From an optimization exercise on the open Yosys and OpenROAD flow, aimed at small area, a short achievable clock period and few clock cycles; shortcuts taken in it are not production practice.
The RTL was checked by simulation tests, not by an equivalence proof against the original design.
No activity file was given, so power comes from the tool's default toggle rates.

===== flow/config.mk =====
export PLATFORM = sky130hd
export DESIGN_NAME = least_busy_core_job_dispatcher
export DESIGN_NICKNAME = least_busy_core_job_dispatcher
export VERILOG_FILES = /design/flow/design.v
export SDC_FILE = /design/flow/constraint.sdc
export NUM_CORES = 4
export LEC_CHECK = 0
export CAP_MARGIN = 20
export CELL_PAD_IN_SITES_DETAIL_PLACEMENT = 1
export CELL_PAD_IN_SITES_GLOBAL_PLACEMENT = 2
export CORE_MARGIN = 2
export CORE_UTILIZATION = 40
export PLACE_DENSITY = 0.6
export SETUP_SLACK_MARGIN = 4
export SLEW_MARGIN = 20
export SYNTH_HIERARCHICAL = 1
export SYNTH_MEMORY_MAX_BITS = 16384
export SYNTH_MINIMUM_KEEP_SIZE = 0

===== flow/constraint.sdc =====
create_clock -name core_clock -period 10.0 [get_ports {clk}]
set_input_delay 2.0000 -clock core_clock [delete_from_list [all_inputs] [get_ports {clk}]]
set_output_delay 2.0000 -clock core_clock [all_outputs]
set_load 0.01 [all_outputs]

===== flow/design.v =====
package lbcjd_pkg;
	localparam int CORES       = 4;
	localparam int QUEUE_DEPTH = 4;
	localparam int NGROUPS     = 3;
	localparam int NCORE_ALL   = NGROUPS * CORES;
	localparam int TW = 36;
	localparam logic [1:0] OP_SUBMIT  = 2'd0;
	localparam logic [1:0] OP_ACCOUNT = 2'd1;
	localparam logic [1:0] OP_TICK    = 2'd2;
	localparam logic [1:0] OP_CLEAR   = 2'd3;
	localparam logic [1:0] K_DONE    = 2'd0;
	localparam logic [1:0] K_QUEUED  = 2'd1;
	localparam logic [1:0] K_LATENCY = 2'd2;
	localparam logic [1:0] K_CLEARED = 2'd3;
endpackage
module lbcjd_add #(parameter int W = 32) (
	input  logic [W-1:0] a,
	input  logic [W-1:0] b,
	input  logic         ci,
	output logic [W-1:0] s,
	output logic         co
);
	localparam int N = W + 1;
	localparam int L = $clog2(N);
	logic [L:0][N-1:0] g;
	logic [L:0][N-1:0] p;
	always_comb begin
		g[0] = {a & b, ci};
		p[0] = {a ^ b, 1'b0};
		for (int l = 0; l < L; l++) begin
			for (int i = 0; i < N; i++) begin
				if (((i >> l) & 1) == 1) begin
					g[l+1][i] = g[l][i] | (p[l][i] & g[l][((i >> l) << l) - 1]);
					p[l+1][i] = p[l][i] & p[l][((i >> l) << l) - 1];
				end else begin
					g[l+1][i] = g[l][i];
					p[l+1][i] = p[l][i];
				end
			end
		end
		s  = (a ^ b) ^ g[L][W-1:0];
		co = g[L][W];
	end
endmodule
module lbcjd_cout #(parameter int W = 32) (
	input  logic [W-1:0] a,
	input  logic [W-1:0] b,
	input  logic         ci,
	output logic         co
);
	localparam int N = W + 1;
	localparam int L = $clog2(N);
	localparam int M = 1 << L;
	logic [L:0][M-1:0] g;
	logic [L:0][M-1:0] p;
	always_comb begin
		g = '0;
		p = '1;
		g[0][N-1:0] = {a & b, ci};
		p[0][N-1:0] = {a | b, 1'b0};
		for (int l = 0; l < L; l++) begin
			for (int i = 0; i < (M >> (l + 1)); i++) begin
				g[l+1][i] = g[l][2*i+1] | (p[l][2*i+1] & g[l][2*i]);
				p[l+1][i] = p[l][2*i+1] & p[l][2*i];
			end
		end
		co = g[L][0];
	end
endmodule
module lbcjd_inc #(parameter int W = 32) (
	input  logic [W-1:0] a,
	output logic [W-1:0] s
);
	localparam int L = (W > 1) ? $clog2(W) : 1;
	logic [L:0][W-1:0] q;
	always_comb begin
		q[0] = a;
		for (int l = 0; l < L; l++) begin
			for (int i = 0; i < W; i++) begin
				if (((i >> l) & 1) == 1)
					q[l+1][i] = q[l][i] & q[l][((i >> l) << l) - 1];
				else
					q[l+1][i] = q[l][i];
			end
		end
		s[0] = !a[0];
		for (int i = 1; i < W; i++) s[i] = a[i] ^ q[L][i-1];
	end
endmodule
module lbcjd_add64 (
	input  logic [63:0] a,
	input  logic [31:0] b,
	output logic [63:0] s
);
	logic [31:0] lo;
	logic        c;
	logic [31:0] hi1;
	lbcjd_add #(.W(32)) u_lo (.a(a[31:0]), .b(b), .ci(1'b0), .s(lo), .co(c));
	lbcjd_inc #(.W(32)) u_hi (.a(a[63:32]), .s(hi1));
	assign s = {c ? hi1 : a[63:32], lo};
endmodule
module lbcjd_front (
	input  logic             clk,
	input  logic             arst_n,
	input  logic             req_valid,
	output logic             req_ready,
	input  logic [1:0]       operation,
	input  logic [1:0]       group,
	input  logic [31:0]      job_latency,
	input  logic [31:0]      start_delay,
	input  logic [15:0]      job_tag,
	input  logic [2:0][2:0]  cfg_cores,
	input  logic [63:0]      time_q,
	input  logic             tick_end,
	output logic             cmd_v,
	output logic [1:0]       cmd_op,
	output logic [1:0]       cmd_grp,
	output logic [2:0]       cmd_n,
	output logic [31:0]      cmd_lat,
	output logic [15:0]      cmd_tag,
	output logic [lbcjd_pkg::TW-1:0] cmd_rdy,
	output logic [lbcjd_pkg::TW-1:0] cmd_fin,
	output logic [lbcjd_pkg::TW-1:0] cmd_hret,
	output logic             cmd_lat0,
	output logic             cmd_ld1,
	input  logic             consume
);
	localparam int TW   = lbcjd_pkg::TW;
	localparam int CMDW = 2 + 2 + 3 + 32 + 32 + 16;
	logic [2:0]      raw_n;
	logic [2:0]      n_sat;
	logic [CMDW-1:0] in_cmd;
	logic [CMDW-1:0] fifo_q [2];
	logic            wp_q;
	logic            rp_q;
	logic [1:0]      cnt_q;
	logic            take;
	logic            adv;
	logic [CMDW-1:0] hw;
	logic [1:0]      h_op;
	logic [1:0]      h_grp;
	logic [2:0]      h_n;
	logic [31:0]     h_lat;
	logic [31:0]     h_dly;
	logic [15:0]     h_tag;
	always_comb begin
		case (group)
			2'd0:    raw_n = cfg_cores[0];
			2'd1:    raw_n = cfg_cores[1];
			2'd2:    raw_n = cfg_cores[2];
			default: raw_n = 3'd0;
		endcase
		n_sat = (raw_n > 3'd4) ? 3'd4 : raw_n;
	end
	assign in_cmd    = {operation, group, n_sat, job_latency, start_delay, job_tag};
	assign req_ready = (cnt_q != 2'd2);
	assign take      = req_valid && req_ready;
	assign adv       = (cnt_q != 2'd0) && (!cmd_v || consume);
	always_ff @(posedge clk or negedge arst_n) begin
		if (!arst_n) begin
			wp_q  <= 1'b0;
			rp_q  <= 1'b0;
			cnt_q <= 2'd0;
			cmd_v <= 1'b0;
		end else begin
			if (take) wp_q <= !wp_q;
			if (adv) rp_q <= !rp_q;
			if (take && !adv) cnt_q <= cnt_q + 2'd1;
			else if (adv && !take) cnt_q <= cnt_q - 2'd1;
			if (adv) cmd_v <= 1'b1;
			else if (consume) cmd_v <= 1'b0;
		end
	end
	always_ff @(posedge clk) begin
		if (take) fifo_q[wp_q] <= in_cmd;
	end
	assign hw = fifo_q[rp_q];
	assign {h_op, h_grp, h_n, h_lat, h_dly, h_tag} = hw;
	logic [TW-1:0] t0;
	logic [TW-1:0] t1;
	logic [TW-1:0] t2;
	logic [TW-1:0] rdy0, rdy1;
	logic [TW-1:0] fin0, fin1;
	logic [TW-1:0] csa_s, csa_c;
	logic          ld0, ld1, lat0;
	assign t0 = time_q[TW-1:0];
	lbcjd_inc #(.W(TW)) u_t1 (.a(t0), .s(t1));
	lbcjd_inc #(.W(TW)) u_t2 (.a(t1), .s(t2));
	lbcjd_add #(.W(TW)) u_rdy0 (.a(t0), .b(TW'(h_dly)), .ci(1'b0), .s(rdy0), .co());
	lbcjd_add #(.W(TW)) u_rdy1 (.a(t0), .b(TW'(h_dly)), .ci(1'b1), .s(rdy1), .co());
	logic [TW-1:0] lat_w, dly_w, maj;
	assign lat_w = TW'(h_lat);
	assign dly_w = TW'(h_dly);
	assign maj   = (t0 & lat_w) | (t0 & dly_w) | (lat_w & dly_w);
	assign csa_s = t0 ^ lat_w ^ dly_w;
	assign csa_c = {maj[TW-2:0], 1'b0};
	lbcjd_add #(.W(TW)) u_fin0 (.a(csa_s), .b(csa_c), .ci(1'b0), .s(fin0), .co());
	lbcjd_add #(.W(TW)) u_fin1 (.a(csa_s), .b(csa_c), .ci(1'b1), .s(fin1), .co());
	assign lat0 = (h_lat == 32'd0);
	assign ld0  = lat0 && (h_dly == 32'd0);
	assign ld1  = (lat0 && (h_dly[31:1] == 31'd0)) ||
		((h_lat == 32'd1) && (h_dly == 32'd0));
	always_ff @(posedge clk) begin
		if (adv) begin
			{cmd_op, cmd_grp, cmd_n, cmd_lat, cmd_tag} <= {h_op, h_grp, h_n, h_lat, h_tag};
			cmd_rdy  <= tick_end ? rdy1 : rdy0;
			cmd_fin  <= tick_end ? fin1 : fin0;
			cmd_hret <= ld0 ? (tick_end ? t2 : t1) : (tick_end ? fin1 : fin0);
			cmd_lat0 <= lat0;
			cmd_ld1  <= ld1;
		end
	end
endmodule
module lbcjd_back (
	input  logic         clk,
	input  logic         arst_n,
	input  logic         cmd_v,
	input  logic [1:0]   cmd_op,
	input  logic [1:0]   cmd_grp,
	input  logic [2:0]   cmd_n,
	input  logic [31:0]  cmd_lat,
	input  logic [15:0]  cmd_tag,
	input  logic [lbcjd_pkg::TW-1:0] cmd_rdy,
	input  logic [lbcjd_pkg::TW-1:0] cmd_fin,
	input  logic [lbcjd_pkg::TW-1:0] cmd_hret,
	input  logic         cmd_lat0,
	input  logic         cmd_ld1,
	output logic         consume,
	output logic [63:0]  time_o,
	output logic         tick_end,
	input  logic         can_out,
	output logic         res_v,
	output logic [120:0] res
);
	localparam int NC = lbcjd_pkg::NCORE_ALL;
	localparam int TW = lbcjd_pkg::TW;
	localparam int NW = NC * 3;
	logic [63:0]             time_q;
	logic [NC-1:0][63:0]     busy_q;
	logic [NC-1:0][2:0]      cnt_q;
	logic [NC-1:0]           due_q;
	logic [NC-1:0][2:0]      rp_q;       
	logic [NC-1:0][TW-1:0]   tail_q;
	logic [NC-1:0][15:0]     htag_q;
	logic [NC-1:0][31:0]     hlat_q;
	logic [NC-1:0][TW-1:0]   hret_q;
	logic [NW-1:0][15:0]     wtag_q;
	logic [NW-1:0][31:0]     wlat_q;
	logic [NW-1:0][TW-1:0]   wret_q;
	logic [NW-1:0]           wz_q;
	logic        go;
	logic        is_sub, is_acc, is_tick, is_clr;
	logic        has_n;
	assign time_o = time_q;
	logic [63:0]       t_next;
	logic [TW-1:0]     t_b2;     
	logic [NC-1:0]     rsel;
	logic              any_due;
	logic              rest;
	logic [3:0]        r_idx;
	logic [15:0]       r_tag;
	logic [31:0]       r_lat;
	logic [63:0]       r_busy;
	logic [2:0]        r_cnt;
	logic [15:0]       n_tag;
	logic [31:0]       n_lat;
	logic [TW-1:0]     n_ret;
	logic              n_z;
	logic              n_eq_b2;
	logic              redue;
	logic              more;
	logic [63:0]       r_sum;
	logic [NC-1:0]     due_new;
	lbcjd_inc #(.W(64)) u_tn (.a(time_q), .s(t_next));
	lbcjd_inc #(.W(TW)) u_tb2 (.a(t_next[TW-1:0]), .s(t_b2));
	assign rsel    = due_q & (~due_q + NC'(1));
	assign any_due = |due_q;
	assign rest    = |(due_q & ~rsel);
	always_comb begin
		r_idx  = '0;
		r_tag  = '0;
		r_lat  = '0;
		r_busy = '0;
		r_cnt  = '0;
		n_tag  = '0;
		n_lat  = '0;
		n_ret  = '0;
		n_z    = '0;
		for (int c = 0; c < NC; c++) begin
			if (rsel[c]) begin
				r_idx  = r_idx  | 4'(c);
				r_tag  = r_tag  | htag_q[c];
				r_lat  = r_lat  | hlat_q[c];
				r_busy = r_busy | busy_q[c];
				r_cnt  = r_cnt  | cnt_q[c];
			end
			for (int k = 0; k < 3; k++) begin
				if (rsel[c] && rp_q[c][k]) begin
					n_tag = n_tag | wtag_q[3*c+k];
					n_lat = n_lat | wlat_q[3*c+k];
					n_ret = n_ret | wret_q[3*c+k];
					n_z   = n_z   | wz_q[3*c+k];
				end
			end
		end
	end
	assign redue   = (r_cnt > 3'd1) && n_z;
	assign more    = rest || redue;
	assign n_eq_b2 = (n_ret == t_b2);
	lbcjd_add64 u_rsum (.a(r_busy), .b(r_lat), .s(r_sum));
	always_comb begin
		for (int c = 0; c < NC; c++)
			due_new[c] = (cnt_q[c] != 3'd0) && (hret_q[c] == t_b2);
	end
	logic [2:0][3:0][3:0] le;       
	logic [3:0][3:0]      lg;
	logic [3:0]           cand;
	logic [3:0]           idle;
	logic [3:0][2:0]      gcnt;
	logic [3:0][63:0]     gbusy;
	logic [3:0][TW-1:0]   gtail;
	logic [3:0][2:0]      grp1h;
	logic [3:0]           sel_i;
	logic [3:0]           sel_b;
	logic [3:0]           psel;
	logic [1:0]           p_idx;
	logic [3:0]           p_core;
	logic [2:0]           p_cnt;
	logic [2:0]           p_rp;
	logic [2:0]           p_wpos;
	logic                 full;
	logic [63:0]          a_sum;
	logic [TW-1:0]        s_ret;
	logic                 s_z;
	logic [TW-1:0]        s_tail;
	logic [3:0][63:0]     x_sum;
	logic [3:0][TW-1:0]   x_add;
	logic [3:0][TW-1:0]   x_ret;
	logic [3:0]           x_c;
	logic [3:0]           x_ge;
	for (genvar g = 0; g < 3; g++) begin : g_le
		for (genvar i = 0; i < 4; i++) begin : g_i
			for (genvar j = 0; j < 4; j++) begin : g_j
				if (j > i) begin : g_c
					lbcjd_cout #(.W(64)) u_le (.a(busy_q[4*g+j]), .b(~busy_q[4*g+i]),
						.ci(1'b1), .co(le[g][i][j]));
				end else begin : g_n
					assign le[g][i][j] = 1'b0;
				end
			end
		end
	end
	always_comb begin
		for (int i = 0; i < 4; i++) begin
			case (cmd_grp)
				2'd0: begin
					gcnt[i]  = cnt_q[i];
					gbusy[i] = busy_q[i];
					gtail[i] = tail_q[i];
					grp1h[i] = rp_q[i];
				end
				2'd1: begin
					gcnt[i]  = cnt_q[4+i];
					gbusy[i] = busy_q[4+i];
					gtail[i] = tail_q[4+i];
					grp1h[i] = rp_q[4+i];
				end
				default: begin
					gcnt[i]  = cnt_q[8+i];
					gbusy[i] = busy_q[8+i];
					gtail[i] = tail_q[8+i];
					grp1h[i] = rp_q[8+i];
				end
			endcase
			cand[i] = (3'(i) < cmd_n);
			idle[i] = cand[i] && (gcnt[i] == 3'd0);
		end
		case (cmd_grp)
			2'd0:    lg = le[0];
			2'd1:    lg = le[1];
			default: lg = le[2];
		endcase
	end
	always_comb begin
		for (int i = 0; i < 4; i++) begin
			sel_i[i] = idle[i];
			sel_b[i] = cand[i];
			for (int j = 0; j < 4; j++) begin
				if (j < i) begin
					if (idle[j] && lg[j][i]) sel_i[i] = 1'b0;
					if (cand[j] && !(gcnt[i] <= gcnt[j])) sel_b[i] = 1'b0;
				end else if (j > i) begin
					if (idle[j] && !lg[i][j]) sel_i[i] = 1'b0;
					if (cand[j] && !(gcnt[i] < gcnt[j])) sel_b[i] = 1'b0;
				end
			end
		end
		psel  = (|idle) ? sel_i : sel_b;
		p_idx = {psel[3] | psel[2], psel[3] | psel[1]};
	end
	for (genvar i = 0; i < 4; i++) begin : g_x
		lbcjd_add64 u_acc (.a(gbusy[i]), .b(cmd_lat), .s(x_sum[i]));
		lbcjd_add #(.W(TW)) u_xa (.a(gtail[i]), .b(TW'(cmd_lat)), .ci(1'b0),
			.s(x_add[i]), .co());
		lbcjd_cout #(.W(TW-1)) u_xc (.a(gtail[i][TW-2:0]), .b(~cmd_rdy[TW-2:0]),
			.ci(1'b1), .co(x_c[i]));
		assign x_ge[i]  = !(gtail[i][TW-1] ^ !cmd_rdy[TW-1] ^ x_c[i]);
		assign x_ret[i] = x_ge[i] ? x_add[i] : cmd_fin;
	end
	always_comb begin
		p_cnt = '0;
		p_rp  = '0;
		a_sum = '0;
		s_ret = '0;
		s_z   = '0;
		for (int i = 0; i < 4; i++) begin
			if (psel[i]) begin
				p_cnt = p_cnt | gcnt[i];
				p_rp  = p_rp  | grp1h[i];
				a_sum = a_sum | x_sum[i];
				s_ret = s_ret | x_ret[i];
				s_z   = s_z   | (x_ge[i] && cmd_lat0);
			end
		end
		s_tail = (p_cnt != 3'd0) ? s_ret : cmd_hret;
		case (p_cnt)
			3'd2:    p_wpos = {p_rp[1:0], p_rp[2]};
			3'd3:    p_wpos = {p_rp[0], p_rp[2:1]};
			default: p_wpos = p_rp;
		endcase
	end
	assign p_core = {cmd_grp, p_idx};
	assign full   = (p_cnt == 3'd4);
	assign is_sub   = (cmd_op == lbcjd_pkg::OP_SUBMIT);
	assign is_acc   = (cmd_op == lbcjd_pkg::OP_ACCOUNT);
	assign is_tick  = (cmd_op == lbcjd_pkg::OP_TICK);
	assign is_clr   = (cmd_op == lbcjd_pkg::OP_CLEAR);
	assign has_n    = (cmd_n != 3'd0);
	assign go       = cmd_v && can_out;
	assign consume  = go && !(is_tick && any_due && more);
	assign res_v    = go && (!is_tick || any_due);
	assign tick_end = go && is_tick && !(any_due && more);
	always_comb begin
		if (is_tick) begin
			res = {lbcjd_pkg::K_DONE, r_idx[3:2], 1'b0, r_idx[1:0], r_tag, r_lat,
				t_next, 1'b0, !more};
		end else if (is_clr) begin
			res = {lbcjd_pkg::K_CLEARED, 2'b00, 3'd0, 16'd0, 32'd0, time_q,
				1'b0, 1'b1};
		end else if (!has_n) begin
			res = {is_sub ? lbcjd_pkg::K_DONE : lbcjd_pkg::K_LATENCY, cmd_grp,
				3'd4, cmd_tag, 32'd0, time_q, 1'b0, 1'b1};
		end else begin
			res = {is_sub ? lbcjd_pkg::K_QUEUED : lbcjd_pkg::K_LATENCY, cmd_grp,
				1'b0, p_idx, cmd_tag, cmd_lat, time_q, is_sub && full, 1'b1};
		end
	end
	logic do_ret, do_sub, do_acc, do_clr;
	assign do_ret = go && is_tick && any_due;
	assign do_sub = go && is_sub && has_n && !full;
	assign do_acc = go && is_acc && has_n;
	assign do_clr = go && is_clr;
	always_ff @(posedge clk or negedge arst_n) begin
		if (!arst_n) begin
			time_q <= '0;
			busy_q <= '0;
			cnt_q  <= '0;
			due_q  <= '0;
			rp_q   <= {NC{3'b001}};
		end else begin
			if (tick_end) time_q <= t_next;
			for (int c = 0; c < NC; c++) begin
				if (do_clr) begin
					busy_q[c] <= '0;
				end else if (do_ret && rsel[c]) begin
					busy_q[c] <= r_sum;
				end else if (do_acc && p_core == 4'(c)) begin
					busy_q[c] <= a_sum;
				end
				if (do_ret && rsel[c]) begin
					cnt_q[c] <= cnt_q[c] - 3'd1;
					due_q[c] <= (cnt_q[c] > 3'd1) && (n_z || (!more && n_eq_b2));
					if (cnt_q[c] > 3'd1) rp_q[c] <= {rp_q[c][1:0], rp_q[c][2]};
				end else if (do_sub && p_core == 4'(c)) begin
					cnt_q[c] <= cnt_q[c] + 3'd1;
					if (p_cnt == 3'd0) due_q[c] <= cmd_ld1;
				end else if (tick_end) begin
					due_q[c] <= due_new[c];
				end
			end
		end
	end
	always_ff @(posedge clk) begin
		for (int c = 0; c < NC; c++) begin
			if (do_sub && p_core == 4'(c)) tail_q[c] <= s_tail;
			if (do_ret && rsel[c]) begin
				htag_q[c] <= n_tag;
				hlat_q[c] <= n_lat;
				hret_q[c] <= n_ret;
			end else if (do_sub && p_core == 4'(c) && p_cnt == 3'd0) begin
				htag_q[c] <= cmd_tag;
				hlat_q[c] <= cmd_lat;
				hret_q[c] <= cmd_hret;
			end
			for (int k = 0; k < 3; k++) begin
				if (do_sub && p_core == 4'(c) && p_cnt != 3'd0 && p_wpos[k]) begin
					wtag_q[3*c+k] <= cmd_tag;
					wlat_q[3*c+k] <= cmd_lat;
					wret_q[3*c+k] <= s_ret;
					wz_q[3*c+k]   <= s_z;
				end
			end
		end
	end
endmodule
module least_busy_core_job_dispatcher (
	input  logic        clk,
	input  logic        arst_n,
	input  logic        req_valid,
	output logic        req_ready,
	input  logic [1:0]  operation,
	input  logic [1:0]  group,
	input  logic [31:0] job_latency,
	input  logic [31:0] start_delay,
	input  logic [15:0] job_tag,
	output logic        rsp_valid,
	input  logic        rsp_ready,
	output logic [1:0]  kind,
	output logic [1:0]  group_out,
	output logic [2:0]  core,
	output logic [15:0] tag_out,
	output logic [31:0] latency_out,
	output logic [63:0] event_time,
	output logic        status,
	output logic        last,
	input  logic        psel,
	input  logic        penable,
	input  logic        pwrite,
	input  logic [3:0]  paddr,
	input  logic [31:0] pwdata,
	output logic [31:0] prdata,
	output logic        pready
);
	logic [2:0][2:0] cfg_q;
	logic            cfg_we;
	logic         cmd_v;
	logic [1:0]   cmd_op;
	logic [1:0]   cmd_grp;
	logic [2:0]   cmd_n;
	logic [31:0]  cmd_lat;
	logic [15:0]  cmd_tag;
	logic [lbcjd_pkg::TW-1:0] cmd_rdy;
	logic [lbcjd_pkg::TW-1:0] cmd_fin;
	logic [lbcjd_pkg::TW-1:0] cmd_hret;
	logic         cmd_lat0;
	logic         cmd_ld1;
	logic         consume;
	logic [63:0]  time_w;
	logic         tick_end;
	logic         res_v;
	logic [120:0] res;
	logic [120:0] ofifo_q [2];
	logic         owp_q;
	logic         orp_q;
	logic [1:0]   ocnt_q;
	logic         can_out;
	logic         opop;
	logic [120:0] oword;
	assign pready = 1'b1;
	assign cfg_we = psel && penable && pwrite;
	always_ff @(posedge clk or negedge arst_n) begin
		if (!arst_n) begin
			cfg_q <= {3{3'd1}};
		end else if (cfg_we) begin
			case (paddr[3:2])
				2'd0:    cfg_q[0] <= pwdata[2:0];
				2'd1:    cfg_q[1] <= pwdata[2:0];
				2'd2:    cfg_q[2] <= pwdata[2:0];
				default: ;
			endcase
		end
	end
	always_comb begin
		case (paddr[3:2])
			2'd0:    prdata = {29'd0, cfg_q[0]};
			2'd1:    prdata = {29'd0, cfg_q[1]};
			2'd2:    prdata = {29'd0, cfg_q[2]};
			default: prdata = '0;
		endcase
	end
	lbcjd_front u_front (
		.clk         (clk),
		.arst_n      (arst_n),
		.req_valid   (req_valid),
		.req_ready   (req_ready),
		.operation   (operation),
		.group       (group),
		.job_latency (job_latency),
		.start_delay (start_delay),
		.job_tag     (job_tag),
		.cfg_cores   (cfg_q),
		.time_q      (time_w),
		.tick_end    (tick_end),
		.cmd_v       (cmd_v),
		.cmd_op      (cmd_op),
		.cmd_grp     (cmd_grp),
		.cmd_n       (cmd_n),
		.cmd_lat     (cmd_lat),
		.cmd_tag     (cmd_tag),
		.cmd_rdy     (cmd_rdy),
		.cmd_fin     (cmd_fin),
		.cmd_hret    (cmd_hret),
		.cmd_lat0    (cmd_lat0),
		.cmd_ld1     (cmd_ld1),
		.consume     (consume)
	);
	lbcjd_back u_back (
		.clk     (clk),
		.arst_n  (arst_n),
		.cmd_v   (cmd_v),
		.cmd_op  (cmd_op),
		.cmd_grp (cmd_grp),
		.cmd_n   (cmd_n),
		.cmd_lat (cmd_lat),
		.cmd_tag (cmd_tag),
		.cmd_rdy (cmd_rdy),
		.cmd_fin (cmd_fin),
		.cmd_hret(cmd_hret),
		.cmd_lat0(cmd_lat0),
		.cmd_ld1 (cmd_ld1),
		.consume (consume),
		.time_o  (time_w),
		.tick_end(tick_end),
		.can_out (can_out),
		.res_v   (res_v),
		.res     (res)
	);
	assign can_out = (ocnt_q != 2'd2);
	assign opop    = (ocnt_q != 2'd0) && rsp_ready;
	always_ff @(posedge clk or negedge arst_n) begin
		if (!arst_n) begin
			owp_q  <= 1'b0;
			orp_q  <= 1'b0;
			ocnt_q <= 2'd0;
		end else begin
			if (res_v) owp_q <= !owp_q;
			if (opop) orp_q <= !orp_q;
			if (res_v && !opop) ocnt_q <= ocnt_q + 2'd1;
			else if (opop && !res_v) ocnt_q <= ocnt_q - 2'd1;
		end
	end
	always_ff @(posedge clk) begin
		if (res_v) ofifo_q[owp_q] <= res;
	end
	assign oword       = ofifo_q[orp_q];
	assign rsp_valid   = (ocnt_q != 2'd0);
	assign kind        = oword[120:119];
	assign group_out   = oword[118:117];
	assign core        = oword[116:114];
	assign tag_out     = oword[113:98];
	assign latency_out = oword[97:66];
	assign event_time  = oword[65:2];
	assign status      = oword[1];
	assign last        = oword[0];
endmodule

===== flow/run.sh =====
#!/bin/bash
# synth_recipe.tcl (not shown) runs the flow's synth.tcl, then flattens the netlist and writes it again
# the make line also repeats each setting of config.mk as NAME=value (left out here)
make -C /OpenROAD-flow-scripts/flow DESIGN_CONFIG=/design/flow/config.mk WORK_HOME=/design/flow/orfs CLKGATE_MAP_FILE= SYNTH_SCRIPT=/design/flow/synth_recipe.tcl finish

==> summary.md, run 1 <==
| Metric | Value |
|---|---|
| Worst path depth | `25` |
| Clock skew | `0.1565 ns` |
| Actual slew at the worst max-slew pin | `1.317 ns` |
| DRC violations left | `0` |
| Grt total ovfl | `0` |
| Area Growth Syn to Fin | `18.48%` |
| Global router's overall resource usage | `39.09%` |
| Worst Path Buf+Inv | `9` |
| Final hold violations | `0` |
| CP Capture Type | `flip-flop` |
| Most common cell on crit path | `buf_12` |
| Syn avg cell area | `10.99 um^2` |
| Min Tclk post-route | `6.211 ns` |
| Slowest stage delay, CP | `between 0.5 and 0.6 ns` |
| Vias in the first global route | `252100` |
| Utilization after layout | `between 40% and 50%` |
| First-pass GRT wire length | `2148000 um` |
| Port-buffer cells | `221` |
| Crit-path leading delay family | `compound AO/OA/AOI/OAI gates` |
| Mapped Cells | `28360` |
| Clock Latency Late Sink | `1.22 ns` |
| Core area | `777500 um^2` |
| Wire per inst | `40.20 um` |
| Commonest cells after routing, fill and taps aside | `edfxtp_1, nand2_1, nor2_1` |
| Layout cells sized above 1 | `16.95%` |
| R2R depth | `25` |
| CP required | `approximately 11 ns` |
| Mapped Area | `311700 um^2` |
| Fin nets | `29970` |
| Gpl congestion | `roughly 0.96` |
| Top Ports | `283` |
| Critical path fanouts, max | `13` |
| Kind of critical path | `flip-flop to flip-flop` |
| CP Launch Type | `flip-flop` |
| Final hold slack | `slightly below 0.5 ns` |
| Die W | `between 800 and 900 um` |
| Pwr/cell area | `431.9 nW/um^2` |
| RSZ-0062 raised after global routing | `true` |
| Dpl ws | `1.369 ns` |
| Initial DRC count | `34900` |
| Slew Viols, Final | `0` |
| Routed Antenna Nets | `0` |
| Static Leak | `0.1347 uW` |
| CTS Root Cell | `clkbuf_16` |
| CTS H-tree lvls | `6` |
| Initial Util | `40.09%` |
| FP Rows | `324` |
| DR vias | `262600` |
| Largest net degree at the start of global routing | `202` |
| Setup_tns | `0 ns` |
| Maximum vdd ir drop | `between 600 and 700 uV` |
| Max Fclk | `between 150 and 200 MHz` |
| Clk buf depth | `4` |
| Synthesis Warnings | `16` |
| Critical-path top delay cell | `fa_2` |
| CP arrival | `7.18 ns` |
| Clock Sinks | `6015` |
| Final WL | `1612000 um` |
| Final setup fails | `0` |
| Min-Delay Path Class | `flip-flop to flip-flop` |
| Status | `complete, no violations` |
| Most common cell after layout, fill and taps aside | `edfxtp_1` |
| Clock transition at path regs | `0.06 ns` |
| DR pass1 iterations | `10` |
| Hpwl dp | `1039000 um` |
| CTS tree | `yes` |
| Maximum Capacitance Violations | `0` |
| Vias/cell | `6.549` |
| Die Area | `around 800000 um^2` |
| Slew HR | `12.19%` |
| CTS Buf Count | `about 680` |
| Initial antenna violation count | `143` |
| Hold depth | `1` |
| Final period util | `62.11%` |
| Total Power | `approximately 160000 uW` |
| Setup ws final | `~3.8 ns` |
| Die height | `886.7 um` |
## worst register-to-register path, delay by kind of cell, from the launching register on
family,cells,cell delay [ns]
buf+inv,9,1.63
mux,1,0.40
compound gates,8,1.65
fa+ha+maj,2,0.98
simple gates,5,0.92
flops,1,0.40
## through the flow
step / area, um^2 / std cells
floorplan: 312200 / 28450
global placement: 332600 / 38200
detailed placement: 332800 / 38210
CTS: 363700 / 39850
global route: 369100 / 40040
finish: 369300 / 40090
## flip-flops by register name, summed over array words and instances, names as in the netlist, 64 cells and up
signal          count
u_back.wret_q    1296
u_back.wlat_q    1152
u_back.busy_q     768
u_back.wtag_q     576
u_back.hret_q     432
u_back.tail_q     432
u_back.hlat_q     384
ofifo_q           242
u_back.htag_q     192
u_front.fifo_q    174
u_back.time_q      64
## timing repair
action | 4_1_cts | 5_1_grt
pin swaps | 138 | 294
gates cloned | 71 | 44
hold buffers | 0 | 0
gates resized for setup | 835 | 1142
setup buffers | 322 | 122
endpoints found under the setup margin | 7440 | 5186
## layout make-up
| cell class | instances | area, um^2 |
|---|---|---|
| clock buffers | 905 | 18220 |
| repair inverters | 3 | 33.78 |
| clock inverters | 342 | 3935 |
| repair buffers | 1879 | 21160 |
| fillers | 81170 | 408300 |
| flip-flops and latches | 6015 | 176100 |
| well taps | 10270 | 12850 |
| multi-input cells | 19480 | 132400 |
| diodes | 76 | 190.2 |
| inverters | 1119 | 4347 |
## report_power, final
part / internal (uW) / leakage (uW) / switching (uW)
combinational: 26000 / 0.0655 / 63300
sequential: 42000 / 0.0586 / 2780
clock: 14200 / 0.0106 / 11300
## routing by layer
| layer | share of wire, % | vias to the layer above | GRT usage (%) | wire [um] |
|---|---|---|---|---|
| met3 | 9.5 | 3177 | 7.827 | 152700 |
| met5 | 0.023 | - | 0 | 374 |
| met2 | 44 | 14110 | 60.39 | 714400 |
| li1 | - | 108200 | - | - |
| met4 | 6.4 | 54 | 20.36 | 102500 |
| met1 | 40 | 137000 | 52.26 | 641700 |
## path summary, 6_finish.rpt
check | slack (ns) | to | start
max | 3.79 | u_back.busy_q[228] | u_back.due_q[5]
min | 0.49 | ocnt_q[1] | ocnt_q[1]
max reg2reg | 3.79 | u_back.busy_q[228] | u_back.due_q[5]
min reg2reg | 0.49 | ocnt_q[1] | ocnt_q[1]
max in group asynchronous | 6.93 | u_back.busy_q[392] | arst_n
min in group asynchronous | 0.81 | u_back.busy_q[148] | arst_n
Testbench counts, summed over its fixed seeds: cycles 3,838.
==> run 2: changes to the inputs <==
--- a/flow/design.v
+++ b/flow/design.v
@@ -121,5 +121,5 @@
 	output logic [lbcjd_pkg::TW-1:0] cmd_rdy,
 	output logic [lbcjd_pkg::TW-1:0] cmd_fin,
-	output logic [lbcjd_pkg::TW-1:0] cmd_hret,
+	output logic             cmd_ld0,
 	output logic             cmd_lat0,
 	output logic             cmd_ld1,
@@ -178,6 +178,4 @@
 	assign {h_op, h_grp, h_n, h_lat, h_dly, h_tag} = hw;
 	logic [TW-1:0] t0;
-	logic [TW-1:0] t1;
-	logic [TW-1:0] t2;
 	logic [TW-1:0] rdy0, rdy1;
 	logic [TW-1:0] fin0, fin1;
@@ -185,6 +183,4 @@
 	logic          ld0, ld1, lat0;
 	assign t0 = time_q[TW-1:0];
-	lbcjd_inc #(.W(TW)) u_t1 (.a(t0), .s(t1));
-	lbcjd_inc #(.W(TW)) u_t2 (.a(t1), .s(t2));
 	lbcjd_add #(.W(TW)) u_rdy0 (.a(t0), .b(TW'(h_dly)), .ci(1'b0), .s(rdy0), .co());
 	lbcjd_add #(.W(TW)) u_rdy1 (.a(t0), .b(TW'(h_dly)), .ci(1'b1), .s(rdy1), .co());
@@ -206,5 +202,5 @@
 			cmd_rdy  <= tick_end ? rdy1 : rdy0;
 			cmd_fin  <= tick_end ? fin1 : fin0;
-			cmd_hret <= ld0 ? (tick_end ? t2 : t1) : (tick_end ? fin1 : fin0);
+			cmd_ld0  <= ld0;
 			cmd_lat0 <= lat0;
 			cmd_ld1  <= ld1;
@@ -223,5 +219,5 @@
 	input  logic [lbcjd_pkg::TW-1:0] cmd_rdy,
 	input  logic [lbcjd_pkg::TW-1:0] cmd_fin,
-	input  logic [lbcjd_pkg::TW-1:0] cmd_hret,
+	input  logic         cmd_ld0,
 	input  logic         cmd_lat0,
 	input  logic         cmd_ld1,
@@ -240,4 +236,6 @@
 	logic [NC-1:0][2:0]      cnt_q;
 	logic [NC-1:0]           due_q;
+	logic [NC-1:0]           rsel_q;     
+	logic                    rest_q;     
 	logic [NC-1:0][2:0]      rp_q;       
 	logic [NC-1:0][TW-1:0]   tail_q;
@@ -253,4 +251,6 @@
 	logic        has_n;
 	assign time_o = time_q;
+	logic [TW-1:0] cmd_hret;
+	assign cmd_hret = cmd_ld0 ? t_next[TW-1:0] : cmd_fin;
 	logic [63:0]       t_next;
 	logic [TW-1:0]     t_b2;     
@@ -273,8 +273,11 @@
 	logic [NC-1:0]     due_new;
 	lbcjd_inc #(.W(64)) u_tn (.a(time_q), .s(t_next));
-	lbcjd_inc #(.W(TW)) u_tb2 (.a(t_next[TW-1:0]), .s(t_b2));
-	assign rsel    = due_q & (~due_q + NC'(1));
+	logic [TW-1:0] tb2_q;
+	logic [TW-1:0] tb2_inc;
+	assign t_b2 = tb2_q;
+	lbcjd_inc #(.W(TW)) u_tb2 (.a(tb2_q), .s(tb2_inc));
+	assign rsel    = rsel_q;
 	assign any_due = |due_q;
-	assign rest    = |(due_q & ~rsel);
+	assign rest    = rest_q;
 	always_comb begin
 		r_idx  = '0;
@@ -326,12 +329,5 @@
 	logic [1:0]           p_idx;
 	logic [3:0]           p_core;
-	logic [2:0]           p_cnt;
-	logic [2:0]           p_rp;
-	logic [2:0]           p_wpos;
 	logic                 full;
-	logic [63:0]          a_sum;
-	logic [TW-1:0]        s_ret;
-	logic                 s_z;
-	logic [TW-1:0]        s_tail;
 	logic [3:0][63:0]     x_sum;
 	logic [3:0][TW-1:0]   x_add;
@@ -339,4 +335,5 @@
 	logic [3:0]           x_c;
 	logic [3:0]           x_ge;
+	logic [3:0]           x_z;
 	for (genvar g = 0; g < 3; g++) begin : g_le
 		for (genvar i = 0; i < 4; i++) begin : g_i
@@ -373,28 +370,39 @@
 				end
 			endcase
-			cand[i] = (3'(i) < cmd_n);
-			idle[i] = cand[i] && (gcnt[i] == 3'd0);
 		end
-		case (cmd_grp)
-			2'd0:    lg = le[0];
-			2'd1:    lg = le[1];
-			default: lg = le[2];
-		endcase
 	end
+	logic [NC-1:0] pk;
+	logic [NC-1:0] pk_c;      
+	logic [NC-1:0] pk_i;      
+	logic [NC-1:0] pk_si;     
+	logic [NC-1:0] pk_sb;     
 	always_comb begin
-		for (int i = 0; i < 4; i++) begin
-			sel_i[i] = idle[i];
-			sel_b[i] = cand[i];
-			for (int j = 0; j < 4; j++) begin
-				if (j < i) begin
-					if (idle[j] && lg[j][i]) sel_i[i] = 1'b0;
-					if (cand[j] && !(gcnt[i] <= gcnt[j])) sel_b[i] = 1'b0;
-				end else if (j > i) begin
-					if (idle[j] && !lg[i][j]) sel_i[i] = 1'b0;
-					if (cand[j] && !(gcnt[i] < gcnt[j])) sel_b[i] = 1'b0;
+		for (int c = 0; c < NC; c++) begin
+			pk_c[c] = (3'(c % 4) < cmd_n);
+			pk_i[c] = pk_c[c] && (cnt_q[c] == 3'd0);
+		end
+		for (int g = 0; g < 3; g++) begin
+			for (int i = 0; i < 4; i++) begin
+				pk_si[4*g+i] = pk_i[4*g+i];
+				pk_sb[4*g+i] = pk_c[4*g+i];
+				for (int j = 0; j < 4; j++) begin
+					if (j < i) begin
+						if (pk_i[4*g+j] && le[g][j][i]) pk_si[4*g+i] = 1'b0;
+						if (pk_c[4*g+j] && !(cnt_q[4*g+i] <= cnt_q[4*g+j])) pk_sb[4*g+i] = 1'b0;
+					end else if (j > i) begin
+						if (pk_i[4*g+j] && !le[g][i][j]) pk_si[4*g+i] = 1'b0;
+						if (pk_c[4*g+j] && !(cnt_q[4*g+i] < cnt_q[4*g+j])) pk_sb[4*g+i] = 1'b0;
+					end
 				end
+				pk[4*g+i] = (|pk_i[4*g+:4]) ? pk_si[4*g+i] : pk_sb[4*g+i];
 			end
 		end
-		psel  = (|idle) ? sel_i : sel_b;
+	end
+	always_comb begin
+		case (cmd_grp)
+			2'd0:    psel = pk[3:0];
+			2'd1:    psel = pk[7:4];
+			default: psel = pk[11:8];
+		endcase
 		p_idx = {psel[3] | psel[2], psel[3] | psel[1]};
 	end
@@ -407,29 +415,20 @@
 		assign x_ge[i]  = !(gtail[i][TW-1] ^ !cmd_rdy[TW-1] ^ x_c[i]);
 		assign x_ret[i] = x_ge[i] ? x_add[i] : cmd_fin;
+		assign x_z[i]   = x_ge[i] && cmd_lat0;
 	end
+	logic [3:0]      gfull;
+	logic [3:0][2:0] gwpos;
 	always_comb begin
-		p_cnt = '0;
-		p_rp  = '0;
-		a_sum = '0;
-		s_ret = '0;
-		s_z   = '0;
 		for (int i = 0; i < 4; i++) begin
-			if (psel[i]) begin
-				p_cnt = p_cnt | gcnt[i];
-				p_rp  = p_rp  | grp1h[i];
-				a_sum = a_sum | x_sum[i];
-				s_ret = s_ret | x_ret[i];
-				s_z   = s_z   | (x_ge[i] && cmd_lat0);
-			end
+			gfull[i] = (gcnt[i] == 3'd4);
+			case (gcnt[i])
+				3'd2:    gwpos[i] = {grp1h[i][1:0], grp1h[i][2]};
+				3'd3:    gwpos[i] = {grp1h[i][0], grp1h[i][2:1]};
+				default: gwpos[i] = grp1h[i];
+			endcase
 		end
-		s_tail = (p_cnt != 3'd0) ? s_ret : cmd_hret;
-		case (p_cnt)
-			3'd2:    p_wpos = {p_rp[1:0], p_rp[2]};
-			3'd3:    p_wpos = {p_rp[0], p_rp[2:1]};
-			default: p_wpos = p_rp;
-		endcase
+		full = |(psel & gfull);
 	end
 	assign p_core = {cmd_grp, p_idx};
-	assign full   = (p_cnt == 3'd4);
 	assign is_sub   = (cmd_op == lbcjd_pkg::OP_SUBMIT);
 	assign is_acc   = (cmd_op == lbcjd_pkg::OP_ACCOUNT);
@@ -457,17 +456,52 @@
 	end
 	logic do_ret, do_sub, do_acc, do_clr;
+	logic [NC-1:0] due_d;
 	assign do_ret = go && is_tick && any_due;
 	assign do_sub = go && is_sub && has_n && !full;
 	assign do_acc = go && is_acc && has_n;
 	assign do_clr = go && is_clr;
+	logic [NC-1:0] hit;
+	logic [NC-1:0] en_sub;
+	logic [NC-1:0] en_acc;
+	logic          sub_ok, acc_ok;
+	assign sub_ok = go && is_sub && has_n;
+	assign acc_ok = go && is_acc && has_n;
+	always_comb begin
+		for (int c = 0; c < NC; c++) begin
+			hit[c]    = (cmd_grp == 2'(c / 4)) && pk[c];
+			en_sub[c] = sub_ok && (cnt_q[c] != 3'd4) && (cmd_grp == 2'(c / 4)) && pk[c];
+			en_acc[c] = acc_ok && (cmd_grp == 2'(c / 4)) && pk[c];
+		end
+	end
+	always_comb begin
+		for (int c = 0; c < NC; c++) begin
+			if (do_ret && rsel[c])
+				due_d[c] = (cnt_q[c] > 3'd1) && (n_z || (!more && n_eq_b2));
+			else if (en_sub[c] && cnt_q[c] == 3'd0)
+				due_d[c] = cmd_ld1;
+			else if (tick_end)
+				due_d[c] = due_new[c];
+			else
+				due_d[c] = due_q[c];
+		end
+	end
 	always_ff @(posedge clk or negedge arst_n) begin
 		if (!arst_n) begin
 			time_q <= '0;
+			tb2_q  <= TW'(2);
 			busy_q <= '0;
 			cnt_q  <= '0;
 			due_q  <= '0;
+			rsel_q <= '0;
+			rest_q <= 1'b0;
 			rp_q   <= {NC{3'b001}};
 		end else begin
-			if (tick_end) time_q <= t_next;
+			if (tick_end) begin
+				time_q <= t_next;
+				tb2_q  <= tb2_inc;
+			end
+			due_q  <= due_d;
+			rsel_q <= due_d & (~due_d + NC'(1));
+			rest_q <= |(due_d & (due_d - NC'(1)));
 			for (int c = 0; c < NC; c++) begin
 				if (do_clr) begin
@@ -475,16 +509,12 @@
 				end else if (do_ret && rsel[c]) begin
 					busy_q[c] <= r_sum;
-				end else if (do_acc && p_core == 4'(c)) begin
-					busy_q[c] <= a_sum;
+				end else if (en_acc[c]) begin
+					busy_q[c] <= x_sum[c % 4];
 				end
 				if (do_ret && rsel[c]) begin
 					cnt_q[c] <= cnt_q[c] - 3'd1;
-					due_q[c] <= (cnt_q[c] > 3'd1) && (n_z || (!more && n_eq_b2));
 					if (cnt_q[c] > 3'd1) rp_q[c] <= {rp_q[c][1:0], rp_q[c][2]};
-				end else if (do_sub && p_core == 4'(c)) begin
+				end else if (en_sub[c]) begin
 					cnt_q[c] <= cnt_q[c] + 3'd1;
-					if (p_cnt == 3'd0) due_q[c] <= cmd_ld1;
-				end else if (tick_end) begin
-					due_q[c] <= due_new[c];
 				end
 			end
@@ -493,10 +523,11 @@
 	always_ff @(posedge clk) begin
 		for (int c = 0; c < NC; c++) begin
-			if (do_sub && p_core == 4'(c)) tail_q[c] <= s_tail;
+			if (en_sub[c])
+				tail_q[c] <= (cnt_q[c] != 3'd0) ? x_ret[c % 4] : cmd_hret;
 			if (do_ret && rsel[c]) begin
 				htag_q[c] <= n_tag;
 				hlat_q[c] <= n_lat;
 				hret_q[c] <= n_ret;
-			end else if (do_sub && p_core == 4'(c) && p_cnt == 3'd0) begin
+			end else if (en_sub[c] && cnt_q[c] == 3'd0) begin
 				htag_q[c] <= cmd_tag;
 				hlat_q[c] <= cmd_lat;
@@ -504,9 +535,9 @@
 			end
 			for (int k = 0; k < 3; k++) begin
-				if (do_sub && p_core == 4'(c) && p_cnt != 3'd0 && p_wpos[k]) begin
+				if (en_sub[c] && cnt_q[c] != 3'd0 && gwpos[c % 4][k]) begin
 					wtag_q[3*c+k] <= cmd_tag;
 					wlat_q[3*c+k] <= cmd_lat;
-					wret_q[3*c+k] <= s_ret;
-					wz_q[3*c+k]   <= s_z;
+					wret_q[3*c+k] <= x_ret[c % 4];
+					wz_q[3*c+k]   <= x_z[c % 4];
 				end
 			end
@@ -552,5 +583,5 @@
 	logic [lbcjd_pkg::TW-1:0] cmd_rdy;
 	logic [lbcjd_pkg::TW-1:0] cmd_fin;
-	logic [lbcjd_pkg::TW-1:0] cmd_hret;
+	logic         cmd_ld0;
 	logic         cmd_lat0;
 	logic         cmd_ld1;
@@ -610,5 +641,5 @@
 		.cmd_rdy     (cmd_rdy),
 		.cmd_fin     (cmd_fin),
-		.cmd_hret    (cmd_hret),
+		.cmd_ld0     (cmd_ld0),
 		.cmd_lat0    (cmd_lat0),
 		.cmd_ld1     (cmd_ld1),
@@ -626,5 +657,5 @@
 		.cmd_rdy (cmd_rdy),
 		.cmd_fin (cmd_fin),
-		.cmd_hret(cmd_hret),
+		.cmd_ld0 (cmd_ld0),
 		.cmd_lat0(cmd_lat0),
 		.cmd_ld1 (cmd_ld1),
--- a/flow/config.mk
+++ b/flow/config.mk
@@ -12,7 +12,8 @@
 export CORE_UTILIZATION = 40
 export PLACE_DENSITY = 0.6
-export SETUP_SLACK_MARGIN = 4
+export SETUP_SLACK_MARGIN = 5
 export SLEW_MARGIN = 20
 export SYNTH_HIERARCHICAL = 1
 export SYNTH_MEMORY_MAX_BITS = 16384
 export SYNTH_MINIMUM_KEEP_SIZE = 0
+export TNS_END_PERCENT = 0
==> run 2 against run 1 <==
Effect of this change: largest cell class unchanged; critical endpoint is now u_back.wtag_q[519]; final cell count is 0.68% higher; die area is 1.2% higher; count of clock-buffer cells in the layout is 2 higher; fmax is 6.3% higher; non-clock buffer count is 332 lower.
==> summary.md, run 2 <==
| Metric | Value |
|---|---|
| Worst R2R End | `u_back.wtag_q[519]` |
| Slowest stage delay, CP | `0.61 ns (+0.10 ns)` |
| Static Leak | `0.1350 uW (+0.19%)` |
| CP required | `10.91 ns (-0.05 ns)` |
| Most common cell on crit path | `nand3_1` |
| DP Area | `333600 um^2 (+0.24%)` |
| CTS H-tree lvls | `6 (unchanged)` |
| Grt total ovfl | `0 (unchanged)` |
| R2R depth | `12 (-52%)` |
| Maximum Capacitance Violations | `0 (unchanged)` |
| Clk buf depth | `4 (unchanged)` |
| Vias/cell | `6.753 (+3.1%)` |
| Most common cell after layout, fill and taps aside | `edfxtp_1` |
| Slew Viols, Final | `0 (unchanged)` |
| Die W | `892.2 um (+0.62%)` |
| Sequential Area | `176200 um^2 (about the same)` |
| Min Tclk post-route | `5.844 ns (-0.3670 ns)` |
| Final non-filler cell area | `367900 um^2 (-0.38%)` |
| Vias in the first global route | `260000 (+3.1%)` |
| Max FFs per register | `1296 (unchanged)` |
| Clock Latency Late Sink | `1.31 ns (+0.09 ns)` |
| Actual slew at the worst max-slew pin | `1.207 ns (-0.1102 ns)` |
| CP cell instances | `inv_1, o22ai_1, nor4_1, nand3_1, a31oi_2, nand3_1, o21ai_1, o211ai_1, o31ai_1, nand2_2, nor3_4, buf_12` |
| Final hold violations | `0 (unchanged)` |
| # hold bufs at CTS | `0 (unchanged)` |
| Core area | `787200 um^2 (+1.2%)` |
| Initial Util | `40.09% (about the same)` |
| Clock skew | `0.1525 ns (-0.003953 ns)` |
| RSZ-0062 raised after global routing | `true` |
| CP Capture Type | `flip-flop` |
| Worst Path Buf+Inv | `2 (-7)` |
| Clock Sinks | `6028 (+0.22%)` |
| Area Growth Syn to Fin | `16.57%` |
| Fillers | `82520 (+1.7%)` |
| Total Power | `162100 uW (+1.6%)` |
| Commonest cells after routing, fill and taps aside | `edfxtp_1, nand2_1, nor2_1` |
| Gpl congestion | `0.9658 (+1.0%)` |
| Die Area | `796000 um^2 (+1.2%)` |
| Critical path fanouts, max | `49 (+36)` |
| DR vias | `272600 (+3.8%)` |
| RR Startpoint | `u_back.busy_q[703]` |
| Layout cells sized above 1 | `13.85% (-3.1 points)` |
| Dpl ws | `2.223 ns (+0.8540 ns)` |
| Wire per inst | `42.62 um (+6.0%)` |
| Final setup fails | `0 (unchanged)` |
| Max Fclk | `171.1 MHz (+6.3%)` |
| Flop2flop setup slack | `4.16 ns (+0.37 ns)` |
| DR pass1 iterations | `10 (unchanged)` |
| Slew HR | `18.51% (+6.3 points)` |
| DRC violations left | `0 (unchanged)` |
| Initial DRC count | `40400 (+16%)` |
| Final period util | `58.44% (-3.7 points)` |
| CP arrival | `6.76 ns (-0.42 ns)` |
| HP Start | `u_front.cnt_q[1]` |
| Setup_tns | `0 ns (unchanged)` |
| Port-buffer cells | `221 (unchanged)` |
| Critical-path top delay cell | `dfrtp_2` |
| Footprint of the multi-input gates | `133500 um^2 (+0.84%)` |
| Cells after DPL | `38550 (+0.89%)` |
| Pwr/cell area | `440.6 nW/um^2 (+2.0%)` |
| FP Rows | `326 (+0.62%)` |
| Mapped Cells | `28820 (+1.6%)` |
| Die height | `892.2 um (+0.62%)` |
| Initial antenna violation count | `144 (+0.70%)` |
| Global router's overall resource usage | `41.38% (+2.3 points)` |
| Min-Delay Path Class | `flip-flop to flip-flop` |
| Crit-path leading delay family | `simple AND/OR/NAND/NOR gates` |
| Regs by FF count | `u_back.wret_q (1296), u_back.wlat_q (1152), u_back.busy_q (768)` |
| Final std cells w/o fill | `40360 (+0.68%)` |
| First-pass GRT wire length | `2283000 um (+6.3%)` |
| Hold depth | `1 (unchanged)` |
| Syn avg cell area | `10.95 um^2 (-0.35%)` |
| Biggest register | `u_back.wret_q` |
| Kind of critical path | `flip-flop to flip-flop` |
| Top Ports | `283 (unchanged)` |
| Final WL | `1720000 um (+6.8%)` |
| CTS Buf Count | `692 (+1.6%)` |
| Fin nets | `30000 (+0.13%)` |
| Maximum vdd ir drop | `501.6 uV (-26%)` |
| Routed Antenna Nets | `0 (unchanged)` |
| CP Launch Type | `flip-flop` |
| CTS Root Cell | `clkbuf_16` |
| Mapped Area | `315600 um^2 (+1.2%)` |
| Clock transition at path regs | `0.06 ns (about the same)` |
| Hpwl dp | `1072000 um (+3.1%)` |
| Synthesis Warnings | `16 (unchanged)` |
| Status | `complete, no violations` |
| Hold endpoint | `u_front.cnt_q[1]` |
| Largest net degree at the start of global routing | `140 (-31%)` |
| Setup ws final | `4.156 ns (+0.3670 ns)` |
| CTS tree | `yes` |
==> run 2: changes by cell type in the layout (fill, tap and decap cells not counted), sizes merged, moves of 70 or more <==
cell	change
nand2	-1008
nand3	+831
mux2i	+433
a222oi	-427
o21ai	-394
o31ai	+316
buf	-314
nor2	+222
a22o	+215
a221oi	+175
mux2	-175
inv	+105
nor4	+82
o22ai	+70
==> run 2: how the worst max path moves through the flow <==
stage | from | endpoint | slack, ns | depth (start not counted)
floorplan | u_back.busy_q[29] | u_back.wlat_q[0] | 3.02 | 16
global placement | u_back.rsel_q[1] | u_back.busy_q[703] | 2.21 | 19
detailed placement | u_back.rsel_q[1] | u_back.busy_q[511] | 2.22 | 19
CTS | u_front.cmd_grp[0] | u_back.busy_q[573] | 4.46 | 21
global route | u_front.cmd_grp[0] | u_back.wret_q[1242] | 4.36 | 18
finish | u_back.busy_q[703] | u_back.wtag_q[519] | 4.16 | 12
==> run 2: where the power goes <==
group / switching, uW / internal (uW) / total [uW]
registers: 4960 / 38300 / 43300
clock network: 11500 / 14300 / 25900
logic: 63800 / 29100 / 92900
==> run 2: cell type report <==
cell class / instances / area share (%)
sequential: 6028 / 47.91
multi-input combinational: 19680 / 36.30
clock buffer: 907 / 5.042
timing repair buffer: 1547 / 4.680
tap: 10500 / 3.570
inverter: 1242 / 1.355
clock inverter: 352 / 1.063
antenna: 105 / 0.07143
timing repair inverter: 4 / 0.01020
==> run 2: what timing repair did <==
item | CTS | global route
setup endpoints to repair | 8147 | 7153
buffers inserted | 292 | 99
hold endpoints to repair | 0 | 0
gates cloned | 47 | 16
pin swaps | 134 | 88
gates resized for setup | 957 | 285
==> run 2: stage by stage <==
step | util, % | hold slack (ns)
6_report | 46.73 | 0.5144
5_1_grt | 46.70 | 0.5306
4_1_cts | 46.40 | 0.5082
3_5_place_dp | 42.37 | 0.4916
3_3_place_gp | 42.36 | 0.4757
2_1_floorplan | - | 0.4566
==> run 2: metal layers <==
metal | GRT usage [%] | vias up | routed length (um)
met4 | 24.50 | 66 | 125900
li1 | - | 109200 | -
met2 | 62.97 | 17030 | 747600
met5 | 0 | - | 750
met3 | 8.893 | 4051 | 179700
met1 | 54.54 | 142200 | 666500
Testbench counts of run 2, summed over its fixed seeds: cycles 3,838.
==> run 3: changes to the inputs <==
--- a/flow/config.mk
+++ b/flow/config.mk
@@ -7,9 +7,9 @@
 export LEC_CHECK = 0
 export CAP_MARGIN = 20
-export CELL_PAD_IN_SITES_DETAIL_PLACEMENT = 1
-export CELL_PAD_IN_SITES_GLOBAL_PLACEMENT = 2
+export CELL_PAD_IN_SITES_DETAIL_PLACEMENT = 0
+export CELL_PAD_IN_SITES_GLOBAL_PLACEMENT = 1
 export CORE_MARGIN = 2
-export CORE_UTILIZATION = 40
-export PLACE_DENSITY = 0.6
+export CORE_UTILIZATION = 50
+export PLACE_DENSITY = 0.7
 export SETUP_SLACK_MARGIN = 5
 export SLEW_MARGIN = 20
==> run 3 against run 2 <==
Effect of this change: still clean; final cell count is 5.4% lower; first-iteration DRC count rose by 22%; sequential cell count is the same; register-to-register slack gained 0.17 ns; synthesized cell count stayed put; core utilization grew 11 points; sequential share of layout area grew 0.45 points; non-clock buffer count fell by 17; critical path depth is 5 higher; clock power fell by 5%; die area is 20% lower; via count is 0.20% lower.
==> summary.md, run 3 <==
| Metric | Value |
|---|---|
| Status | `complete, no violations` |
| CP arrival | `6.72 ns (-0.04 ns)` |
| Clock Sinks | `6028 (unchanged)` |
| Min-Delay Path Class | `flip-flop to flip-flop` |
| Setup_tns | `0 ns (unchanged)` |
| Kind of critical path | `flip-flop to flip-flop` |
| Most common cell after layout, fill and taps aside | `edfxtp_1` |
| CP Launch Type | `flip-flop` |
| Slew Viols, Final | `0 (unchanged)` |
| Die height | `798.4 um (-11%)` |
| Max Fclk | `176.3 MHz (+3.0%)` |
| Final WL | `1548000 um (-10%)` |
| Area Growth Syn to Fin | `15.49%` |
| Biggest register | `u_back.wret_q` |
| Static Leak | `0.1345 uW (-0.31%)` |
| RR Startpoint | `u_back.rp_q[18]` |
| Cells after DPL | `36350 (-5.7%)` |
| Layout cells sized above 1 | `13.83% (-0.026 points)` |
| Maximum vdd ir drop | `610.8 uV (+22%)` |
| Commonest cells after routing, fill and taps aside | `edfxtp_1, nand2_1, nor2_1` |
| Hold endpoint | `ocnt_q[1]` |
| Max FFs per register | `1296 (unchanged)` |
| Dpl ws | `2.306 ns (+0.08260 ns)` |
| FP Rows | `291 (-11%)` |
| Final setup fails | `0 (unchanged)` |
| Fin nets | `29960 (-0.15%)` |
| CP required | `11.05 ns (+0.14 ns)` |
| M1 WL | `550800 um (-17%)` |
| Initial DRC count | `49330 (+22%)` |
| Regs by FF count | `u_back.wret_q (1296), u_back.wlat_q (1152), u_back.busy_q (768)` |
| Gpl congestion | `1.013 (+4.9%)` |
| CTS tree | `yes` |
| Vias/cell | `7.124 (+5.5%)` |
| CP Capture Type | `flip-flop` |
| Routed Antenna Nets | `0 (unchanged)` |
| DR pass1 iterations | `9 (-1)` |
| Final period util | `56.71% (-1.7 points)` |
| Port-buffer cells | `221 (unchanged)` |
| Wire per inst | `40.53 um (-4.9%)` |
| Flop2flop setup slack | `4.33 ns (+0.17 ns)` |
| Hpwl dp | `942900 um (-12%)` |
| Footprint of the multi-input gates | `133700 um^2 (about the same)` |
| Pwr/cell area | `430.0 nW/um^2 (-2.4%)` |
| Initial Util | `50.21% (+10 points)` |
| DR vias | `272000 (-0.20%)` |
| Top metal layer carrying routed signals | `met5` |
| Setup ws final | `4.329 ns (+0.1730 ns)` |
| R2R depth | `17 (+5)` |
| First-pass GRT wire length | `2038000 um (-11%)` |
| Clock skew | `0.1121 ns (-0.04041 ns)` |
| Fillers | `52480 (-36%)` |
| Maximum Capacitance Violations | `0 (unchanged)` |
| Die W | `798.4 um (-11%)` |
| DRC violations left | `0 (unchanged)` |
| Min Tclk post-route | `5.671 ns (-0.1730 ns)` |
| Final hold violations | `0 (unchanged)` |
| Met2 wire length | `642200 um (-14%)` |
| Grt total ovfl | `0 (unchanged)` |
| Largest net degree at the start of global routing | `164 (+17%)` |
| Worst R2R End | `u_back.rest_q` |
| HP Start | `ocnt_q[1]` |
| Mapped Cells | `28820 (unchanged)` |
| Critical path fanouts, max | `19 (-61%)` |
| Vias in the first global route | `242500 (-6.7%)` |
| Final std cells w/o fill | `38190 (-5.4%)` |
| CTS Root Cell | `clkbuf_16` |
| RSZ-0062 raised after global routing | `true` |
| Sequential Area | `176200 um^2 (about the same)` |
| Die Area | `637500 um^2 (-20%)` |
| Global router's overall resource usage | `46.09% (+4.7 points)` |
| Initial antenna violation count | `122 (-15%)` |
| Clk buf depth | `4 (unchanged)` |
| CTS Buf Count | `656 (-5.2%)` |
| WL met3 | `219600 um (+22%)` |
| Actual slew at the worst max-slew pin | `1.301 ns (+0.09434 ns)` |
| Synthesis Warnings | `16 (unchanged)` |
| CTS H-tree lvls | `6 (unchanged)` |
| Syn avg cell area | `10.95 um^2 (unchanged)` |
| Slew HR | `13.06% (-5.4 points)` |
| Core area | `628400 um^2 (-20%)` |
| Clock transition at path regs | `0.06 ns (about the same)` |
| Mapped Area | `315600 um^2 (unchanged)` |
| Hold depth | `1 (unchanged)` |
| Top Ports | `283 (unchanged)` |
| Clock Latency Late Sink | `1.21 ns (-0.10 ns)` |
| Total Power | `156700 uW (-3.3%)` |
==> run 3: changes by cell type in the layout (fill, tap and decap cells not counted), moves of 12 or more <==
cell	before	now
diode_2	105	140
buf_4	928	903
buf_12	223	200
a221oi_1	504	487
a221oi_2	40	54
clkbuf_1	177	163
clkbuf_16	704	690
nor4_4	60	46
nor4_1	146	159
a211oi_4	42	30
==> run 3: worst max path at each step <==
stage                       startpoint  slack (ns)  cells after the start            endpoint
floorplan            u_back.busy_q[29]        3.02                     16    u_back.wlat_q[0]
global placement     u_back.busy_q[29]        2.27                     18   u_back.wlat_q[32]
detailed placement   u_back.busy_q[29]        2.31                     18   u_back.wtag_q[29]
CTS                 u_front.cmd_grp[0]        4.60                     20  u_back.busy_q[696]
global route          u_back.rsel_q[7]        4.44                     23  u_back.busy_q[743]
finish                 u_back.rp_q[18]        4.33                     17       u_back.rest_q
==> run 3: cell type report <==
class | instances | share of cell area (%)
diodes | 140 | 0.09613
repair inverters | 4 | 0.01167
repair buffers | 1530 | 4.734
multi-input cells | 19690 | 36.68
clock buffers | 863 | 4.844
well taps | 8350 | 2.867
inverters | 1242 | 1.373
flip-flops and latches | 6028 | 48.36
clock inverters | 339 | 1.040
==> run 3: report_power, final <==
group | switching, uW | internal (uW)
clock network | 11000 | 13700
logic | 60500 | 28400
registers | 4760 | 38300
total | 76300 | 80400
==> run 3: layer usage <==
metal / track usage, % / vias up
li1: - / 109300
met4: 31.33 / 62
met3: 14.31 / 5303
met5: 0.4348 / -
met1: 59.51 / 134300
met2: 66.53 / 23070
==> run 3: per-stage QoR <==
stage               util, %  instance area (um^2)  hold slack, ns
floorplan                 -                316000          0.4566
global placement      52.50                330000          0.4770
detailed placement    52.52                330100          0.4798
CTS                   57.19                359400          0.4917
global route          57.94                364100          0.5212
finish                57.99                364500          0.4858
==> run 3: timing repair <==
| item | CTS | global route |
|---|---|---|
| endpoints found under the setup margin | 7643 | 6913 |
| gates cloned | 46 | 45 |
| buffers inserted | 231 | 169 |
| gates resized for setup | 833 | 550 |
| hold endpoints to repair | 0 | 0 |
| hold buffers | 0 | 0 |
| pin swaps | 115 | 133 |
==> run 3: worst max-delay path, cell delays in order (launching register included) <==
cell and delay, ns:
dfstp_2 0.55, buf_4 0.52, buf_4 0.56, and2_4 0.53, buf_4 0.53, a22oi_1 0.13, nand3_1 0.19, nor4_4 0.05
buf_4 0.29, xnor2_1 0.23, nor4_1 0.34, nand4_1 0.34, or2_4 0.41, o211ai_4 0.26, buf_4 0.16, a21bo_2 0.13
a221oi_2 0.06, o211ai_1 0.10

## what the ideal ports hide
In the flow no input, the clock included, has a driving cell. The finished layouts below were timed again as built, in two steps.
Step 1 assumes that a clkbuf_16 drives the clock port and a buf_2 every other input.
Step 2 adds t to the input delays and takes it off the output delays; t is the mean of the earliest and latest rising clock arrival at the registers after step 1. Input paths then give back, and output paths get back, about the clock's delay inside the block.
Three values: no drivers, after step 1, after step 2; two values: the first two.
run | t (ns) | setup WS [ns] | latest minus earliest clock arrival (ns) | worst slew at a driven data input, ns | cell pins on the clock port's net
run 1 | 1.313 | 3.789 / 3.789 / 3.789 | 0.159 / 0.159 | 0.15 | 1
run 2 | 1.343 | 4.156 / 4.156 / 4.156 | 0.154 / 0.154 | 0.10 | 1
run 3 | 1.309 | 4.329 / 4.329 / 4.329 | 0.113 / 0.113 | 0.08 | 1
After both steps setup and hold are still met in every run listed.
